Background: an optimization exercise with open tools, aiming at small area, a short achievable clock period and few clock cycles. Do not read the settings as production practice. Function was checked by simulation only, so behaviour that the tests miss may differ from the original.

File: flow/run.sh
#!/bin/bash
# synth_recipe.tcl (not shown) runs the flow's synth.tcl, then flattens the netlist and writes it again
# the make line also repeats each setting of config.mk as NAME=value (left out here)
make -C /OpenROAD-flow-scripts/flow DESIGN_CONFIG=/design/flow/config.mk WORK_HOME=/design/flow/orfs CLKGATE_MAP_FILE= SYNTH_SCRIPT=/design/flow/synth_recipe.tcl finish
File: flow/config.mk
export PLATFORM = sky130hd
export DESIGN_NAME = piecewise_linear_calibrator
export DESIGN_NICKNAME = piecewise_linear_calibrator
export VERILOG_FILES = /design/flow/design.v
export SDC_FILE = /design/flow/constraint.sdc
export NUM_CORES = 8
export LEC_CHECK = 0
export CAP_MARGIN = 20
export CORE_MARGIN = 2
export CORE_UTILIZATION = 30
export SLEW_MARGIN = 20
export SYNTH_MEMORY_MAX_BITS = 8192
File: flow/constraint.sdc
create_clock -name core_clock -period 11.0 [get_ports {clk}]
set_input_delay 2.2000 -clock core_clock [delete_from_list [all_inputs] [get_ports {clk}]]
set_output_delay 2.2000 -clock core_clock [all_outputs]
set_load 0.01 [all_outputs]
File: flow/design.v
`default_nettype none
package pwlc_pkg;
    localparam int unsigned KIND_W   = 2;
    localparam int unsigned STATUS_W = 3;
    localparam logic [KIND_W-1:0] KIND_CONVERT = 2'd0;
    localparam logic [KIND_W-1:0] KIND_RESERVE = 2'd1;
    localparam logic [KIND_W-1:0] KIND_SET     = 2'd2;
    localparam logic [KIND_W-1:0] KIND_UNUSED  = 2'd3;
    localparam logic [STATUS_W-1:0] ST_OK         = 3'd0;
    localparam logic [STATUS_W-1:0] ST_BAD_COUNT  = 3'd1;
    localparam logic [STATUS_W-1:0] ST_POOL_FULL  = 3'd2;
    localparam logic [STATUS_W-1:0] ST_OVERWRITE  = 3'd3;
    localparam logic [STATUS_W-1:0] ST_EQUAL_X    = 3'd4;
    localparam logic [STATUS_W-1:0] ST_BAD_CHAN   = 3'd5;
    localparam int unsigned SUM_W = 12;
    localparam int unsigned DIVN_W = 65;
    localparam int unsigned DIVD_W = 33;
endpackage
`default_nettype wire
`default_nettype none
module piecewise_linear_calibrator #(
    parameter int unsigned CHANNELS   = 16,
    parameter int unsigned SEGMENTS   = 64,
    parameter int unsigned POOL_LIMIT = 64
) (
    input  wire                 clk,
    input  wire                 rst_n,
    input  wire                 start,
    output logic                busy,
    input  wire  [1:0]          kind,
    input  wire  [3:0]          channel,
    input  wire  [7:0]          point_count,
    input  wire  [5:0]          segment_number,
    input  wire  signed [31:0]  x_first,
    input  wire  signed [31:0]  y_first,
    input  wire  signed [31:0]  x_second,
    input  wire  signed [31:0]  y_second,
    input  wire  signed [31:0]  sample,
    output logic                done,
    output logic signed [31:0]  value,
    output logic [2:0]          status
);
    localparam int unsigned SW  = $clog2(SEGMENTS);
    localparam int unsigned NW  = $clog2(SEGMENTS + 1);
    localparam int unsigned CHW = (CHANNELS > 1) ? $clog2(CHANNELS) : 1;
    localparam int unsigned SUMW = pwlc_pkg::SUM_W;
    localparam int unsigned NMW  = pwlc_pkg::DIVN_W;
    localparam int unsigned DMW  = pwlc_pkg::DIVD_W;
    typedef enum logic [3:0] {
        S_CLEAR, S_IDLE, S_DECODE, S_SCAN_RD, S_SCAN_CMP, S_MUL, S_ACC,
        S_MUL1, S_MUL2, S_MUL3, S_DIV_INIT, S_DIV, S_DIV_END, S_WRITE
    } state_t;
    state_t state_reg;
    logic [1:0]         kind_reg;
    logic [3:0]         ch_reg;
    logic [7:0]         pts_reg;
    logic [5:0]         seg_reg;
    logic signed [31:0] x1_reg, y1_reg, x2_reg, y2_reg, sample_reg;
    logic [7:0]    cnt_reg  [CHANNELS];
    logic [SW-1:0] base_reg [CHANNELS];
    logic [NW-1:0] nf_reg;
    logic [SW-1:0] idx_reg;
    logic [7:0]    i_reg;
    logic signed [31:0] mul_a_reg, mul_b_reg, offset_reg, slope_reg;
    logic signed [63:0] prod_reg, p1_reg;
    logic signed [NMW-1:0] num_reg, div_num_reg;
    logic [NMW-1:0] dq_reg;
    logic [DMW-1:0] rem_reg;
    logic [6:0]     div_cnt_reg;
    logic           neg_reg, div_sel_reg;
    logic                done_reg;
    logic signed [31:0]  value_reg;
    logic [2:0]          status_reg;
    logic [95:0] mem [SEGMENTS];
    logic [95:0] rdata_reg;
    logic        we;
    logic [95:0] wdata;
    logic [CHW-1:0] ch_idx;
    logic [7:0]     ch_cnt;
    logic [SW-1:0]  ch_base;
    logic           ch_bad;
    logic [SUMW-1:0] sum_pool, sum_seg;
    logic signed [DMW-1:0] den;
    logic [DMW-1:0]  den_mag;
    logic [DMW:0]    trial;
    logic            trial_ok;
    logic signed [31:0] q_sat;
    logic signed [48:0] acc_sum;
    logic signed [31:0] acc_sat;
    logic signed [32:0] dy;
    assign ch_idx  = CHW'(ch_reg);
    assign ch_cnt  = cnt_reg[ch_idx];
    assign ch_base = base_reg[ch_idx];
    assign ch_bad  = {5'd0, ch_reg} >= 9'(CHANNELS);
    assign sum_pool = {4'd0, pts_reg} + SUMW'(nf_reg);
    assign sum_seg  = {4'd0, pts_reg} - SUMW'(1) + SUMW'(nf_reg);
    assign den     = DMW'(x2_reg) - DMW'(x1_reg);
    assign den_mag = den[DMW-1] ? DMW'(-den) : DMW'(den);
    assign trial    = {rem_reg, dq_reg[NMW-1]} - {1'b0, den_mag};
    assign trial_ok = {rem_reg, dq_reg[NMW-1]} >= {1'b0, den_mag};
    assign dy = 33'(y2_reg) - 33'(y1_reg);
    always_comb
    begin
        if (neg_reg)
            q_sat = (dq_reg > NMW'(33'h0_8000_0000)) ? 32'sh8000_0000
                                                     : 32'(-dq_reg);
        else
            q_sat = (dq_reg > NMW'(32'h7FFF_FFFF)) ? 32'sh7FFF_FFFF : 32'(dq_reg);
    end
    always_comb
    begin
        acc_sum = 49'(prod_reg >>> 16) + 49'(offset_reg);
        if (acc_sum > 49'sh0_7FFF_FFFF)
            acc_sat = 32'sh7FFF_FFFF;
        else if (acc_sum < -49'sh0_8000_0000)
            acc_sat = 32'sh8000_0000;
        else
            acc_sat = acc_sum[31:0];
    end
    assign we    = (state_reg == S_CLEAR) || (state_reg == S_WRITE);
    assign wdata = (state_reg == S_CLEAR) ? 96'd0 : {x2_reg, offset_reg, slope_reg};
    always_ff @(posedge clk)
    begin
        if (we)
            mem[idx_reg] <= wdata;
        rdata_reg <= mem[idx_reg];
    end
    always_ff @(posedge clk or negedge rst_n)
    begin
        if (!rst_n)
        begin
            state_reg  <= S_CLEAR;
            idx_reg    <= '0;
            nf_reg     <= '0;
            done_reg   <= 1'b0;
            value_reg  <= '0;
            status_reg <= pwlc_pkg::ST_OK;
            for (int c = 0; c < CHANNELS; c++)
            begin
                cnt_reg[c]  <= '0;
                base_reg[c] <= '0;
            end
        end
        else
        begin
            done_reg <= 1'b0;
            prod_reg <= mul_a_reg * mul_b_reg;
            unique case (state_reg)
                S_CLEAR:
                begin
                    if (idx_reg == SW'(SEGMENTS - 1))
                        state_reg <= S_IDLE;
                    else
                        idx_reg <= idx_reg + SW'(1);
                end
                S_IDLE:
                begin
                    if (start)
                    begin
                        kind_reg   <= kind;
                        ch_reg     <= channel;
                        pts_reg    <= point_count;
                        seg_reg    <= segment_number;
                        x1_reg     <= x_first;
                        y1_reg     <= y_first;
                        x2_reg     <= x_second;
                        y2_reg     <= y_second;
                        sample_reg <= sample;
                        state_reg  <= S_DECODE;
                    end
                end
                S_DECODE:
                begin
                    value_reg  <= '0;
                    status_reg <= pwlc_pkg::ST_OK;
                    state_reg  <= S_IDLE;
                    done_reg   <= 1'b1;
                    if (ch_bad)
                        status_reg <= pwlc_pkg::ST_BAD_CHAN;
                    else if (kind_reg == pwlc_pkg::KIND_CONVERT)
                    begin
                        if (ch_cnt == 8'd0)
                            value_reg <= sample_reg;
                        else
                        begin
                            done_reg  <= 1'b0;
                            idx_reg   <= ch_base;
                            i_reg     <= '0;
                            state_reg <= S_SCAN_RD;
                        end
                    end
                    else if (kind_reg == pwlc_pkg::KIND_RESERVE)
                    begin
                        if (pts_reg < 8'd2)
                            status_reg <= pwlc_pkg::ST_BAD_COUNT;
                        else if (ch_cnt == 8'd0)
                        begin
                            if (sum_pool > SUMW'(POOL_LIMIT) || sum_seg > SUMW'(SEGMENTS))
                                status_reg <= pwlc_pkg::ST_POOL_FULL;
                            else
                            begin
                                cnt_reg[ch_idx]  <= pts_reg - 8'd1;
                                base_reg[ch_idx] <= SW'(nf_reg);
                                nf_reg <= nf_reg + NW'(pts_reg - 8'd1);
                            end
                        end
                        else if (ch_cnt != pts_reg - 8'd1)
                            status_reg <= pwlc_pkg::ST_OVERWRITE;
                    end
                    else if (kind_reg == pwlc_pkg::KIND_SET)
                    begin
                        if ({2'd0, seg_reg} >= ch_cnt)
                            status_reg <= pwlc_pkg::ST_OVERWRITE;
                        else if (x1_reg == x2_reg)
                            status_reg <= pwlc_pkg::ST_EQUAL_X;
                        else
                        begin
                            done_reg  <= 1'b0;
                            idx_reg   <= ch_base + SW'(seg_reg);
                            mul_a_reg <= y1_reg;
                            mul_b_reg <= x2_reg;
                            state_reg <= S_MUL1;
                        end
                    end
                end
                S_SCAN_RD:
                    state_reg <= S_SCAN_CMP;
                S_SCAN_CMP:
                begin
                    if (sample_reg <= $signed(rdata_reg[95:64]) || i_reg == ch_cnt - 8'd1)
                    begin
                        mul_a_reg  <= rdata_reg[31:0];
                        mul_b_reg  <= sample_reg;
                        offset_reg <= rdata_reg[63:32];
                        state_reg  <= S_MUL;
                    end
                    else
                    begin
                        idx_reg   <= idx_reg + SW'(1);
                        i_reg     <= i_reg + 8'd1;
                        state_reg <= S_SCAN_RD;
                    end
                end
                S_MUL:
                    state_reg <= S_ACC;
                S_ACC:
                begin
                    value_reg <= acc_sat;
                    done_reg  <= 1'b1;
                    state_reg <= S_IDLE;
                end
                S_MUL1:
                begin
                    mul_a_reg <= y2_reg;
                    mul_b_reg <= x1_reg;
                    state_reg <= S_MUL2;
                end
                S_MUL2:
                begin
                    p1_reg    <= prod_reg;
                    state_reg <= S_MUL3;
                end
                S_MUL3:
                begin
                    num_reg     <= NMW'(p1_reg) - NMW'(prod_reg);
                    div_num_reg <= NMW'($signed({dy, 16'd0}));
                    div_sel_reg <= 1'b0;
                    state_reg   <= S_DIV_INIT;
                end
                S_DIV_INIT:
                begin
                    dq_reg      <= div_num_reg[NMW-1] ? NMW'(-div_num_reg) : NMW'(div_num_reg);
                    rem_reg     <= '0;
                    neg_reg     <= div_num_reg[NMW-1] ^ den[DMW-1];
                    div_cnt_reg <= 7'(NMW);
                    state_reg   <= S_DIV;
                end
                S_DIV:
                begin
                    if (trial_ok)
                        rem_reg <= trial[DMW-1:0];
                    else
                        rem_reg <= {rem_reg[DMW-2:0], dq_reg[NMW-1]};
                    dq_reg      <= {dq_reg[NMW-2:0], trial_ok};
                    div_cnt_reg <= div_cnt_reg - 7'd1;
                    if (div_cnt_reg == 7'd1)
                        state_reg <= S_DIV_END;
                end
                S_DIV_END:
                begin
                    if (!div_sel_reg)
                    begin
                        slope_reg   <= q_sat;
                        div_num_reg <= num_reg;
                        div_sel_reg <= 1'b1;
                        state_reg   <= S_DIV_INIT;
                    end
                    else
                    begin
                        offset_reg <= q_sat;
                        state_reg  <= S_WRITE;
                    end
                end
                S_WRITE:
                begin
                    done_reg  <= 1'b1;
                    state_reg <= S_IDLE;
                end
                default:
                    state_reg <= S_IDLE;
            endcase
        end
    end
    assign busy   = (state_reg != S_IDLE);
    assign done   = done_reg;
    assign value  = value_reg;
    assign status = status_reg;
endmodule
`default_nettype wire
==> results.tsv <==
metric	value	unit
die_w	1.024	mm
cts_tree	done	
cts_root_buffer	clkbuf_16	
slew_viol_final	0	
cts_buffers	726	
grt_pass1_wl	1529	mm
drive_gt1_share	10.09	%
synthFlopType	edfxtp_1	
hp-start	cnt_reg[15][7]$_DFFE_PN0P_	
clk_latency	1.18	ns
syn_to_final_growth	14.90	%
setup_viol	0	
worst_pin_slew	1.250	ns
cts_max_path_buffers	4	
dr.pass1.iters	6	
drt_wl_total	1106	mm
core	1.037	sq mm
slew_headroom	16.65	%
cp-end-kind	flop	
ys_async_sr_fraction	3.848	%
avgSynthCellArea	15.30	sq um
final_nets	22501	
yosysWarnings	3	
hold_class	flop to flop	
fin_ws	1.791	ns
path_max_fanout	22	
grt-ovfl-total	0	
synthCells	20400	
status	complete, no violations	
synth_area_leaders	edfxtp_1, fa_1, a22oi_1, dfrtp_1, ha_1	
synthMuxAreaShare	0.7125	%
hold_buffers	0	
hold_viol	0	
largest_reg_flops	6144	
syn_area	0.3120	sq mm
vias	199481	
synth.distinct_cells	100	
synth_edf_count	6825	
antenna_found_initial	123	
cts.reportedPaths.clkPinSlew	0.06	ns
period_share	83.72	%
synth.most_common_cell	edfxtp_1	
ctsResizeCount	0	
grt_pass1_vias	191784	
cts_num_sinks	7198	
synth_xor_area_share	1.044	%
synthAdderAreaFrac	8.842	%
port_buffers	219	
synthSimpleGateAreaFrac	5.201	%
htreeDepth	6	
fin_crit	9.209	ns
max_freq	108.6	MHz
gp_congestion	0.9159	
fin_cells	35200	
ios	220	
rsz0062_at_grt	no	
ys_ff_latch	7198	
dp.cells	33698	
synth_top_area_share	65.68	%
antenna_left	0	
vias_per_cell	5.667	
die_h	1.024	mm
finClkSkew	0.07820	ns
fin_setup_tns	0	ns
wl_per_cell	31.42	um
reg2reg_from	mul_b_reg[3]$_DFFE_PP_	
synth-seq-area-share	68.52	%
crit_required	11.87	ns
synth_compound_area_share	12.67	%
fin_hold_ws	0.3719	ns
path_class	flop to flop	
cp-start-kind	flop	
dp_slack	1.938	ns
grt_max_degree	155	
maxCapViolCount	0	
placement_rows	374	
arrival	10.08	ns
post_cts_buffers	0	
grt_usage	20.24	%
synth_top_family_by_area	compound AO/OA/AOI/OAI gates	
start_util	30.09	%
drt_iter0_markers	29225	
fp.dieArea	1.048	sq mm
yosys-top-cells-count	edfxtp_1, a22oi_1, inv_1, fa_1, clkbuf_1	
dp_hpwl	648.1	mm
yosysTopAreaCell	edfxtp_1	
crit_path_start	mul_b_reg[3]$_DFFE_PP_	
drc	0	
synth.net_count	22134	
==> final timing paths <==
kind | endpoint | slack [ns] | cells after the start
min in group asynchronous | state_reg[3]$_DFFE_PN0P_ | 1.06 | 1
worst min register to register | cnt_reg[15][7]$_DFFE_PN0P_ | 0.37 | 0
worst max register to register | prod_reg[62]$_DFFE_PP_ | 1.79 | 24
worst max-delay path | prod_reg[62]$_DFFE_PP_ | 1.79 | 24
worst min-delay path | cnt_reg[15][7]$_DFFE_PN0P_ | 0.37 | 0
max in group asynchronous | cnt_reg[2][4]$_DFFE_PN0P_ | 8.62 | 2
==> routing by layer <==
metal  share of wire (%)  up-vias  global-route usage (%)  routed length, um
met5               0.078        -                       0                858
met4                 4.8       86                   8.153              53210
met3                  13     2272                   5.179             139700
met2                  45    13450                   31.37             493500
met1                  38   103631                   27.21             418800
li1                    -    80042                       -                  -
==> cells by family (layout without fill, tap and decap cells) <==
kind of cell / after synthesis / count (layout)
flip-flops: 7198 / 7198
AO/OA/AOI/OAI: 5412 / 5412
AND/OR/NAND/NOR: 3200 / 3200
buffers and inverters: 2471 / 3450
adder cells (fa/ha/maj): 1551 / 1551
XOR/XNOR: 372 / 372
multiplexers: 196 / 196
other: 0 / 97
==> stage by stage <==
stage,utilization [%],area (sq um)
finish,34.57,358500
floorplan,-,312000
global route,34.56,358400
global placement,32.13,333200
detailed placement,32.17,333600
CTS,34.41,356800
==> layout make-up <==
type / count / area (sq um)
fill: 98389 / 678400
sequential: 7198 / 213800
antenna: 97 / 242.7
inverter: 1218 / 4574
clock inverter: 395 / 3602
tap: 13724 / 17170
clock buffer: 945 / 19650
timing repair buffer: 892 / 9151
multi-input combinational: 10731 / 90340
==> critical path, stage by stage, from the launching register on <==
cell and delay [ns]:
edfxtp_1 1.03, buf_4 0.33, nand2_1 0.10, fa_1 0.55, fa_1 0.42, fa_1 0.51
fa_1 0.56, inv_1 0.06, fa_1 0.48, fa_1 0.58, fa_1 0.44, fa_1 0.46
ha_1 0.36, and3_1 0.22, a22o_1 0.20, nor2_1 0.14, o21ai_0 0.17, o311ai_0 0.71
buf_4 0.27, or4_1 0.15, a21o_1 0.20, a21oi_1 0.12, a2111o_1 0.42, a221oi_1 0.34
xnor2_1 0.10
==> layout by cell type, fill, tap and decap left out, types with 174 or more instances in the layout <==
cell	Yosys	layout
o21ai_0	366	364
xor2_1	174	174
fa_1	1090	1090
nand3_1	195	192
a22o_1	601	601
and2_1	548	547
a22oi_1	1961	1961
dfrtp_1	277	276
nor2_1	422	347
a31oi_1	621	621
clkbuf_16	0	738
nand2_1	1031	1028
a221oi_1	610	610
a21o_1	232	232
nand4_1	280	280
xnor2_1	198	196
inv_1	1216	1215
buf_4	1	534
clkdlybuf4s50_1	0	218
edfxtp_1	6825	6825
a21oi_1	537	535
ha_1	461	461
Testbench counts, summed over its fixed seeds: cycles 267,364.

-- afterwards: timing with drivers on the ports --
Ports are ideal in the flow. The routed layout listed here was re-timed in OpenROAD. Step 1: set_driving_cell puts a clkbuf_16 on clk and a buf_2 on each other input, an assumption about the parent block. Step 2 also shifts input and output timing later by t, the mid clock arrival at the registers, as if the neighbouring blocks saw the same clock. Three values: no drivers, after step 1, after step 2; two values: the first two.
shift t [ns]: 1.304
setup WS [ns]: 1.791 / 1.791 / 1.791
worst setup path at the end: register to register
After both steps this run still meets setup and hold. The setup slack of this run moves by 0.000 ns with the drivers and by 0.000 ns with both steps.
